What follows belongs to an exercise in optimizing a design on an open flow for small area, a short achievable clock period and few clock cycles per item; a production flow would make more cautious choices. In this exercise RTL edits were held to simulation tests only and were not proved equivalent to the original. No activity file was given, so power comes from the tool's default toggle rates.

==> module lc4_pipeline, before the edit <==
module lc4_pipeline #(
   parameter logic [15:0] RESET_PC = 16'h8200
) (
   input  wire         gwe,
   input  wire         i_rst_n,
   output logic [15:0] o_cur_pc,
   input  wire  [15:0] i_cur_insn,
   output logic [15:0] o_dmem_addr,
   output logic        o_dmem_we,
   output logic [15:0] o_dmem_towrite,
   input  wire  [15:0] i_cur_dmem_data,
   output logic [1:0]  o_trace_stall,
   output logic [15:0] o_trace_pc,
   output logic [15:0] o_trace_insn,
   output logic        o_trace_regfile_we,
   output logic [2:0]  o_trace_wsel,
   output logic [15:0] o_trace_wdata,
   output logic        o_trace_nzp_we,
   output logic [2:0]  o_trace_nzp_bits,
   output logic        o_trace_dmem_we,
   output logic [15:0] o_trace_dmem_addr,
   output logic [15:0] o_trace_dmem_data
);
   logic [15:0] pc_q;                     
   logic        go_q;                     
   logic        clr_q;                    
   logic        xv_q;                     
   logic [15:0] x_insn_q;
   logic [15:0] x_a_q, x_b_q;             
   logic        x_mul_q;                  
   logic        dep_q;                    
   logic        brs_res_q, brs_ld_q;      
   logic        brt_res_q, brt_ld_q;      
   logic        mv_q;                     
   logic        m_we_q, m_ld_q, m_st_q, m_mul_q;
   logic [15:0] m_insn_q, m_res_q, m_sd_q;
   logic        cv_q;                     
   logic        seen_q;                   
   logic [15:0] c_insn_q, c_val_q, c_addr_q;
   logic [15:0] tpc_q;                    
   logic [2:0]  f_rt;
   logic [3:0]  f_op;
   logic [15:0] f_a, f_b, m_wdata;
   logic        x_go, go_d, x_we, x_ld, f_mul, f_rs_used, f_rt_used, f_rs_hit, f_rt_hit, f_dep;
   lc4_decoder u_predecode (.i_insn(i_cur_insn), .o_rt(f_rt));
   lc4_regfile u_regfile (
      .gwe(gwe), .i_clr(clr_q),
      .i_rs(i_cur_insn[8:6]), .i_rt(f_rt),
      .i_rd(m_insn_q[11:9]), .i_wdata(m_wdata), .i_rd_we(m_we_q),
      .o_rs_data(f_a), .o_rt_data(f_b)
   );
   assign x_go = go_q;
   assign x_we = xv_q && x_go && lc4_pkg::writes_rd(x_insn_q);
   assign x_ld = lc4_pkg::is_load(x_insn_q);
   assign f_op      = i_cur_insn[15:12];
   assign f_mul     = lc4_pkg::is_mul(i_cur_insn);
   assign f_rs_used = (f_op == 4'b0001 || f_op == 4'b0101 || f_op[3:1] == 3'b011);
   assign f_rt_used = (f_op == 4'b0111 || f_op == 4'b1101 ||
                       ((f_op == 4'b0001 || f_op == 4'b0101) && !i_cur_insn[5]));
   assign f_rs_hit  = x_we && i_cur_insn[8:6] == x_insn_q[11:9];
   assign f_rt_hit  = x_we && f_rt == x_insn_q[11:9];
   assign f_dep     = (x_mul_q || f_mul) && ((f_rs_used && f_rs_hit) || (f_rt_used && f_rt_hit));
   assign go_d      = !f_dep;
   logic [15:0] pc_inc;
   assign pc_inc   = pc_q + 16'd1;
   assign o_cur_pc = pc_q;
   logic [15:0] a_x, b_x, alu_x, mul_s, mul_c;
   lc4_hazard u_byp_rs (
      .i_reg_data(x_a_q), .i_sel_res(brs_res_q), .i_sel_ld(brs_ld_q),
      .i_m_res(m_res_q), .i_dmem_data(i_cur_dmem_data), .o_data(a_x)
   );
   lc4_hazard u_byp_rt (
      .i_reg_data(x_b_q), .i_sel_res(brt_res_q), .i_sel_ld(brt_ld_q),
      .i_m_res(m_res_q), .i_dmem_data(i_cur_dmem_data), .o_data(b_x)
   );
   lc4_alu u_alu (.i_insn(x_insn_q), .i_a(a_x), .i_b(b_x), .o_result(alu_x));
   lc4_mul_csa u_mul (.i_x(x_a_q), .i_y(x_b_q), .o_s(mul_s), .o_c(mul_c));
   assign m_wdata = m_ld_q ? i_cur_dmem_data : m_mul_q ? m_res_q + m_sd_q : m_res_q;
   assign o_dmem_addr    = m_res_q;
   assign o_dmem_we      = m_st_q;
   assign o_dmem_towrite = m_sd_q;
   always_ff @(posedge gwe or negedge i_rst_n) begin
      if (!i_rst_n) begin
         pc_q      <= RESET_PC;
         go_q      <= 1'b1;
         clr_q     <= 1'b1;
         xv_q      <= 1'b0;
         dep_q     <= 1'b0;
         brs_res_q <= 1'b0;
         brs_ld_q  <= 1'b0;
         brt_res_q <= 1'b0;
         brt_ld_q  <= 1'b0;
         mv_q      <= 1'b0;
         m_we_q    <= 1'b0;
         m_st_q    <= 1'b0;
         cv_q      <= 1'b0;
         seen_q    <= 1'b0;
      end else begin
         pc_q      <= go_d ? pc_inc : pc_q;
         go_q      <= go_d;
         clr_q     <= 1'b0;
         xv_q      <= 1'b1;
         dep_q     <= f_dep;
         brs_res_q <= f_rs_hit && !x_ld;
         brs_ld_q  <= f_rs_hit && x_ld;
         brt_res_q <= f_rt_hit && !x_ld;
         brt_ld_q  <= f_rt_hit && x_ld;
         mv_q      <= xv_q && x_go;
         m_we_q    <= x_we;
         m_st_q    <= xv_q && x_go && lc4_pkg::is_store(x_insn_q);
         cv_q      <= mv_q;
         seen_q    <= seen_q || cv_q;
      end
   end
   always_ff @(posedge gwe) begin
      x_insn_q <= i_cur_insn;
      x_a_q    <= f_a;
      x_b_q    <= f_b;
      x_mul_q  <= f_mul;
      m_insn_q <= x_insn_q;
      m_ld_q   <= x_ld;
      m_mul_q  <= x_mul_q;
      m_res_q  <= x_mul_q ? mul_s : alu_x;
      m_sd_q   <= x_mul_q ? mul_c : b_x;
      c_insn_q <= m_insn_q;
      c_addr_q <= m_res_q;
      c_val_q  <= m_st_q ? m_sd_q : m_wdata;
      tpc_q    <= pc_q - 16'd1 - {15'd0, go_q};
   end
   logic c_we, c_mem;
   assign c_we  = lc4_pkg::writes_rd(c_insn_q);
   assign c_mem = lc4_pkg::is_load(c_insn_q) || lc4_pkg::is_store(c_insn_q);
   assign o_trace_stall      = {!cv_q, !cv_q && seen_q};
   assign o_trace_pc         = tpc_q;
   assign o_trace_insn       = c_insn_q;
   assign o_trace_regfile_we = c_we;
   assign o_trace_wsel       = c_insn_q[11:9];
   assign o_trace_wdata      = c_val_q;
   assign o_trace_nzp_we     = c_we;
   assign o_trace_nzp_bits   = c_val_q[15] ? 3'b100 : (c_val_q == 16'd0) ? 3'b010 : 3'b001;
   assign o_trace_dmem_we    = lc4_pkg::is_store(c_insn_q);
   assign o_trace_dmem_addr  = c_mem ? c_addr_q : 16'd0;
   assign o_trace_dmem_data  = c_mem ? c_val_q : 16'd0;
endmodule
==> flow/config.mk <==
export PLATFORM = sky130hd
export DESIGN_NAME = lc4_pipeline
export DESIGN_NICKNAME = lc4_pipeline
export VERILOG_FILES = /design/flow/design.v
export SDC_FILE = /design/flow/constraint.sdc
export NUM_CORES = 4
export LEC_CHECK = 0
export ABC_CLOCK_PERIOD_IN_PS = 3500
export CAP_MARGIN = 20
export CORE_MARGIN = 2
export CORE_UTILIZATION = 50
export SETUP_SLACK_MARGIN = 3.5
export SLEW_MARGIN = 20
==> flow/constraint.sdc <==
create_clock -name core_clock -period 7.0 [get_ports {gwe}]
set_input_delay 1.4000 -clock core_clock [delete_from_list [all_inputs] [get_ports {gwe}]]
set_output_delay 1.4000 -clock core_clock [all_outputs]
set_load 0.01 [all_outputs]
standard.sh (not shown) runs the stock make flow with config.mk's settings and CLKGATE_MAP_FILE= SYNTH_SCRIPT=/design/flow/synth_recipe.tcl, a recipe that flattens the netlist after the stock synthesis.
==> flow/flow/run.sh <==
#!/bin/bash
# Standard layout, with each port buffered by the smallest buffer cell
set -euo pipefail
export BUFFER_PORTS_ARGS="-buffer_cell sky130_fd_sc_hd__buf_1"
bash standard.sh > standard.log 2>&1
Testbench counts at the start, summed over its fixed seeds: cycles 16,466, items 16,000.
==> next run, changes <==
--- a/flow/design.v
+++ b/flow/design.v
@@ -233,6 +233,4 @@
    assign f_dep     = (x_mul_q || f_mul) && ((f_rs_used && f_rs_hit) || (f_rt_used && f_rt_hit));
    assign go_d      = !f_dep;
-   logic [15:0] pc_inc;
-   assign pc_inc   = pc_q + 16'd1;
    assign o_cur_pc = pc_q;
    logic [15:0] a_x, b_x, alu_x, mul_s, mul_c;
@@ -268,5 +266,5 @@
          seen_q    <= 1'b0;
       end else begin
-         pc_q      <= go_d ? pc_inc : pc_q;
+         pc_q      <= pc_q + {15'd0, go_d};
          go_q      <= go_d;
          clr_q     <= 1'b0;
Outcome: The new run finished clean. Flip-flop and latch count stays the same. Global-route usage barely changes. Final cell count drops by 2.6%. Design area drops by 1.3%. Setup slack gains 0.087 ns. Power climbs by 2.3%. Via count drops by 3.4%.
Testbench counts after the change, summed over its fixed seeds: cycles 16,466, items 16,000.

static timing again, ports no longer ideal:
The flow's constraints put no driver on any port. The routed layouts listed below were extracted and timed again, unchanged, in two steps. Step 1: set_driving_cell puts a clkbuf_16 on gwe and a buf_2 on each other input, an assumption about the parent block. Step 2 moves the port delays by t, midway between the first and last clock arrival at a register: inputs arrive t later, outputs are due t later. That takes back most of the time a late clock gives input paths. Three values: no drivers, after step 1, after step 2; two values: the first two.
run | shift t [ns] | setup slack, ns | clock arrival spread, ns | worst register clock-pin slew, ns
the first run | 0.611 | 3.153 / 3.175 / 2.563 | 0.017 / 0.017 | 0.07 / 0.07
the second run | 0.609 | 3.240 / 3.249 / 2.639 | 0.028 / 0.027 | 0.07 / 0.07
After both steps every run listed still meets setup and hold. The setup slack of the second run, which loses most, moves by +0.009 ns with the drivers and by -0.601 ns with both steps.
